Source: an optimization exercise on an open RTL-to-GDS flow (aim: small area). Production flows keep margins and buffers that such runs may drop. Where RTL was checked, it was by simulation tests only, not by an equivalence proof against the original. Power is estimated from default activity; no workload was simulated.

== alpha ==
==> flow/design.v <==
package regfile_pkg;
    localparam int XLEN_DEF = 32;
    localparam int NREG_DEF = 32;
    localparam int AW_DEF   = $clog2(NREG_DEF);
    typedef logic [AW_DEF-1:0]   reg_idx_t;
    typedef logic [XLEN_DEF-1:0] xword_t;
    localparam int unsigned ZERO_REG = 0;
endpackage
module regfile_dec5
#(
    parameter int NCOPY = 1
) (
    input  logic              en,
    input  logic [4:0]        sel,
    output logic [32*NCOPY-1:0] out
);
    logic [3:0] hi_n;
    logic [7:0] lo_n;
    for (genvar j = 0; j < 4; j++) begin : g_hi
        assign hi_n[j] = !(en && (sel[4:3] == 2'(j)));
    end
    for (genvar j = 0; j < 8; j++) begin : g_lo
        assign lo_n[j] = !(sel[2:0] == 3'(j));
    end
    for (genvar c = 0; c < NCOPY; c++) begin : g_copy
        assign out[32*c] = 1'b0;
        for (genvar k = 1; k < 32; k++) begin : g_out
            regfile_nor2 u_nor (.a(hi_n[k >> 3]), .b(lo_n[k & 7]), .y(out[32*c+k]));
        end
    end
endmodule
module regfile_rdbit
#(
    parameter int N = 32
) (
    input  logic [N-1:0] sel,
    input  logic [N-1:0] din,
    input  logic         fwd,
    input  logic         fwd_d,
    output logic         dout
);
    localparam int NG  = N / 3;
    localparam int REM = N % 3;
    localparam int NL  = NG + ((REM != 0) ? 1 : 0);
    localparam int NT  = (NL + 3) / 4;
    localparam int WL  = NL - 4 * (NT - 1);
    logic [NL-1:0] low_n;
    logic [NT-1:0] any;
    for (genvar g = 0; g < NG; g++) begin : g_grp
        regfile_aoi222 u_aoi (
            .a (sel[3*g +: 3]),
            .b (din[3*g +: 3]),
            .y (low_n[g])
        );
    end
    if (REM != 0) begin : g_rem
        assign low_n[NG] = ~|(sel[N-1:3*NG] & din[N-1:3*NG]);
    end
    for (genvar t = 0; t < NT - 1; t++) begin : g_nand
        regfile_nand #(.W(4)) u_nand (.a(low_n[4*t +: 4]), .y(any[t]));
    end
    regfile_nand #(.W(WL)) u_nand_last (.a(low_n[NL-1 -: WL]), .y(any[NT-1]));
    assign dout = fwd ? fwd_d : |any;
endmodule
module regfile_aoi222 (
    input  logic [2:0] a,
    input  logic [2:0] b,
    output logic       y
);
    assign y = ~|(a & b);
endmodule
module regfile_aoi22 (
    input  logic [1:0] a,
    input  logic [1:0] b,
    output logic       y
);
    assign y = ~|(a & b);
endmodule
module regfile_nor2 (
    input  logic a,
    input  logic b,
    output logic y
);
    assign y = ~(a | b);
endmodule
module regfile_nand
#(
    parameter int W = 4
) (
    input  logic [W-1:0] a,
    output logic       y
);
    assign y = ~&a;
endmodule
module regfile_sb
#(
    parameter int XLEN  = regfile_pkg::XLEN_DEF,
    parameter int NREG  = regfile_pkg::NREG_DEF,
    parameter int NREAD = 2,
    parameter int AW    = $clog2(NREG)
) (
    input  logic                  clk,
    input  logic                  rst_n,
    input  logic                  wen,
    input  logic [AW-1:0]         dsel,
    input  logic [XLEN-1:0]       d,
    input  logic [NREAD*AW-1:0]   rsel,
    output logic [NREAD*XLEN-1:0] rdata,
    output logic [NREAD-1:0]      rbusy,
    input  logic                  resv_en,
    input  logic [AW-1:0]         resv_sel,
    output logic                  resv_err
);
    logic [XLEN-1:0] regs [1:NREG-1];
    logic [NREG-1:1] busy_q;
    logic            err_q;
    logic            wr_ok;
    logic            rv_ok;
    logic [XLEN-1:0] wdata;
    logic [NREG-1:0] wdec;
    logic [NREG-1:0] rdec;
    assign wr_ok = wen && (dsel != AW'(regfile_pkg::ZERO_REG));
    assign rv_ok = resv_en && (resv_sel != AW'(regfile_pkg::ZERO_REG));
    assign wdata = d & {XLEN{rst_n}};
    regfile_dec5 u_wdec (.en(wen), .sel(dsel), .out(wdec));
    regfile_dec5 u_rdec (.en(resv_en), .sel(resv_sel), .out(rdec));
    for (genvar k = 1; k < NREG; k++) begin : g_reg
        logic wsel;
        assign wsel = wdec[k] || !rst_n;
        always_ff @(posedge clk) begin
            if (wsel) begin
                regs[k] <= wdata;
            end
        end
        always_ff @(posedge clk) begin
            if (!rst_n) begin
                busy_q[k] <= 1'b0;
            end else if (rdec[k]) begin
                busy_q[k] <= 1'b1;
            end else if (wdec[k]) begin
                busy_q[k] <= 1'b0;
            end
        end
    end
    logic rv_busy;
    regfile_rdbit #(.N(NREG - 1)) u_rvbusy (
        .sel (rdec[NREG-1:1]),
        .din (busy_q & ~wdec[NREG-1:1]),
        .fwd (1'b0),
        .fwd_d(1'b0),
        .dout(rv_busy)
    );
    always_ff @(posedge clk) begin
        if (!rst_n) begin
            err_q <= 1'b0;
        end else if (rv_busy) begin
            err_q <= 1'b1;
        end
    end
    assign resv_err = err_q;
    for (genvar i = 0; i < NREAD; i++) begin : g_rd
        logic [AW-1:0]   sel;
        logic            hit;
        logic            fwd;
        logic [2*NREG-1:0] sdec;
        logic [XLEN-1:0] rd_val;
        logic            rd_busy;
        assign sel = rsel[i*AW +: AW];
        assign hit = wr_ok && (dsel == sel);
        assign fwd = hit && !(resv_en && (resv_sel == sel));
        regfile_dec5 #(.NCOPY(2)) u_sdec (.en(1'b1), .sel(sel), .out(sdec));
        for (genvar b = 0; b < XLEN; b++) begin : g_bit
            logic [NREG-2:0] col;
            for (genvar k = 1; k < NREG; k++) begin : g_col
                assign col[k-1] = regs[k][b];
            end
            regfile_rdbit #(.N(NREG - 1)) u_bit (
                .sel ((b < XLEN / 2) ? sdec[NREG-1:1] : sdec[2*NREG-1:NREG+1]),
                .din (col),
                .fwd (fwd),
                .fwd_d(d[b]),
                .dout(rd_val[b])
            );
        end
        regfile_rdbit #(.N(NREG - 1)) u_busy (
            .sel (sdec[NREG-1:1]),
            .din (busy_q),
            .fwd (hit),
            .fwd_d(1'b0),
            .dout(rd_busy)
        );
        assign rdata[i*XLEN +: XLEN] = rd_val;
        assign rbusy[i]              = rd_busy;
    end
endmodule
Settings: LEC_CHECK=0, CAP_MARGIN=20, CORE_MARGIN=2, CORE_UTILIZATION=55, SETUP_SLACK_MARGIN=0.2, SLEW_MARGIN=20, SYNTH_HIERARCHICAL=1, SYNTH_MINIMUM_KEEP_SIZE=0; clock period 7.0 ns.
standard.sh (not shown) runs the stock make flow with config.mk's settings and CLKGATE_MAP_FILE= SYNTH_SCRIPT=/design/flow/synth_recipe.tcl, a recipe that flattens the netlist after the stock synthesis.
==> flow/flow/run.sh <==
#!/bin/bash
# Own layout flow: the standard ORFS flow (standard.sh, with its unchanged synthesis,
# floorplan, power grid and tap cells), with two settings changed:
#  - port buffers use the smallest plain buffer instead of the default delay-buffer cell
#    (every input and output port still gets its own buffer; repair may upsize them);
#  - clock tree synthesis inserts no dummy loads and clusters more sinks per leaf buffer.
set -euo pipefail
bash standard.sh \
  "BUFFER_PORTS_ARGS=-buffer_cell sky130_fd_sc_hd__buf_1" \
  "CTS_ARGS=-sink_clustering_enable -repair_clock_nets -dont_use_dummy_load -sink_clustering_size 25 -sink_clustering_max_diameter 100" \
  finish > standard_flow.log 2>&1
Input-level comparison between beta and alpha:
--- a/flow/design.v
+++ b/flow/design.v
@@ -6,20 +6,21 @@
     typedef logic [XLEN_DEF-1:0] xword_t;
     localparam int unsigned ZERO_REG = 0;
 endpackage
 module regfile_dec5
 #(
-    parameter int NCOPY = 1
+    parameter int NCOPY  = 1,
+    parameter bit USE_EN = 1
 ) (
     input  logic              en,
     input  logic [4:0]        sel,
     output logic [32*NCOPY-1:0] out
 );
     logic [3:0] hi_n;
     logic [7:0] lo_n;
     for (genvar j = 0; j < 4; j++) begin : g_hi
-        assign hi_n[j] = !(en && (sel[4:3] == 2'(j)));
+        assign hi_n[j] = !((en || !USE_EN) && (sel[4:3] == 2'(j)));
     end
     for (genvar j = 0; j < 8; j++) begin : g_lo
         assign lo_n[j] = !(sel[2:0] == 3'(j));
     end
     for (genvar c = 0; c < NCOPY; c++) begin : g_copy
@@ -29,16 +30,17 @@
         end
     end
 endmodule
 module regfile_rdbit
 #(
-    parameter int N = 32
+    parameter int N    = 32,
+    parameter int MODE = 0
 ) (
     input  logic [N-1:0] sel,
     input  logic [N-1:0] din,
     input  logic         fwd,
-    input  logic         fwd_d,
+    input  logic         fwd_dn,
     output logic         dout
 );
     localparam int NG  = N / 3;
     localparam int REM = N % 3;
     localparam int NL  = NG + ((REM != 0) ? 1 : 0);
@@ -58,11 +60,17 @@
     end
     for (genvar t = 0; t < NT - 1; t++) begin : g_nand
         regfile_nand #(.W(4)) u_nand (.a(low_n[4*t +: 4]), .y(any[t]));
     end
     regfile_nand #(.W(WL)) u_nand_last (.a(low_n[NL-1 -: WL]), .y(any[NT-1]));
-    assign dout = fwd ? fwd_d : |any;
+    if (MODE == 1) begin : g_fwd
+        assign dout = fwd ? !fwd_dn : |any;
+    end else if (MODE == 2) begin : g_kill
+        assign dout = |any && !fwd;
+    end else begin : g_plain
+        assign dout = |any;
+    end
 endmodule
 module regfile_aoi222 (
     input  logic [2:0] a,
     input  logic [2:0] b,
     output logic       y
@@ -120,10 +128,12 @@
     logic [NREG-1:0] wdec;
     logic [NREG-1:0] rdec;
     assign wr_ok = wen && (dsel != AW'(regfile_pkg::ZERO_REG));
     assign rv_ok = resv_en && (resv_sel != AW'(regfile_pkg::ZERO_REG));
     assign wdata = d & {XLEN{rst_n}};
+    logic [XLEN-1:0] d_n;
+    assign d_n = ~d;
     regfile_dec5 u_wdec (.en(wen), .sel(dsel), .out(wdec));
     regfile_dec5 u_rdec (.en(resv_en), .sel(resv_sel), .out(rdec));
     for (genvar k = 1; k < NREG; k++) begin : g_reg
         logic wsel;
         assign wsel = wdec[k] || !rst_n;
@@ -141,15 +151,15 @@
                 busy_q[k] <= 1'b0;
             end
         end
     end
     logic rv_busy;
-    regfile_rdbit #(.N(NREG - 1)) u_rvbusy (
+    regfile_rdbit #(.N(NREG - 1), .MODE(0)) u_rvbusy (
         .sel (rdec[NREG-1:1]),
         .din (busy_q & ~wdec[NREG-1:1]),
         .fwd (1'b0),
-        .fwd_d(1'b0),
+        .fwd_dn(1'b0),
         .dout(rv_busy)
     );
     always_ff @(posedge clk) begin
         if (!rst_n) begin
             err_q <= 1'b0;
@@ -160,35 +170,35 @@
     assign resv_err = err_q;
     for (genvar i = 0; i < NREAD; i++) begin : g_rd
         logic [AW-1:0]   sel;
         logic            hit;
         logic            fwd;
-        logic [2*NREG-1:0] sdec;
+        logic [NREG-1:0] sdec;
         logic [XLEN-1:0] rd_val;
         logic            rd_busy;
         assign sel = rsel[i*AW +: AW];
         assign hit = wr_ok && (dsel == sel);
         assign fwd = hit && !(resv_en && (resv_sel == sel));
-        regfile_dec5 #(.NCOPY(2)) u_sdec (.en(1'b1), .sel(sel), .out(sdec));
+        regfile_dec5 #(.USE_EN(0)) u_sdec (.en(1'b1), .sel(sel), .out(sdec));
         for (genvar b = 0; b < XLEN; b++) begin : g_bit
             logic [NREG-2:0] col;
             for (genvar k = 1; k < NREG; k++) begin : g_col
                 assign col[k-1] = regs[k][b];
             end
-            regfile_rdbit #(.N(NREG - 1)) u_bit (
-                .sel ((b < XLEN / 2) ? sdec[NREG-1:1] : sdec[2*NREG-1:NREG+1]),
+            regfile_rdbit #(.N(NREG - 1), .MODE(1)) u_bit (
+                .sel (sdec[NREG-1:1]),
                 .din (col),
                 .fwd (fwd),
-                .fwd_d(d[b]),
+                .fwd_dn(d_n[b]),
                 .dout(rd_val[b])
             );
         end
-        regfile_rdbit #(.N(NREG - 1)) u_busy (
+        regfile_rdbit #(.N(NREG - 1), .MODE(2)) u_busy (
             .sel (sdec[NREG-1:1]),
             .din (busy_q),
             .fwd (hit),
-            .fwd_d(1'b0),
+            .fwd_dn(1'b0),
             .dout(rd_busy)
         );
         assign rdata[i*XLEN +: XLEN] = rd_val;
         assign rbusy[i]              = rd_busy;
     end
Results
- Re number of nets in the final layout: beta and alpha aren't equal, and the lower value belongs to beta.
- Re number of non-clock inverters in the layout: alpha was higher than beta.
- On cell area after placement, beta and alpha are basically level.
- Summary of beta over alpha: peak clock frequency supported by timing moved down; switching power as a share of total power now larger; cell area closely matched the old numbers; area of the mapped netlist decreased by about 0.9% relative to the old numbers.
Function not checked in alpha: the RTL went through the layout flow alone.

## separate check: timing with driven ports
In the flow no input, the clock included, has a driving cell. The finished layouts below were timed again as built, in two steps. Step 1 (the two cells are an assumption about what drives the block):
set clk [get_ports {clk}]
set_driving_cell -lib_cell sky130_fd_sc_hd__clkbuf_16 $clk
set_driving_cell -lib_cell sky130_fd_sc_hd__buf_2 [delete_from_list [all_inputs] $clk]
Step 2 times the ports against the registers' clock, not the clock port: input delays grow and output delays shrink by t, the midpoint of the rising clock arrivals with the driver on. a / b / c = no drivers / after step 1 / after step 2; a / b = the first two.
run | t (ns) | setup WS [ns] | clock arrival spread, ns
alpha | 0.697 | 0.757 / 0.730 / 0.730 | 0.048 / 0.048
beta | 0.699 | 0.668 / 0.645 / 0.645 | 0.059 / 0.058
After both steps every run listed still meets setup and hold. The setup slack of alpha, which loses most, moves by -0.027 ns with the drivers and by -0.027 ns with both steps.
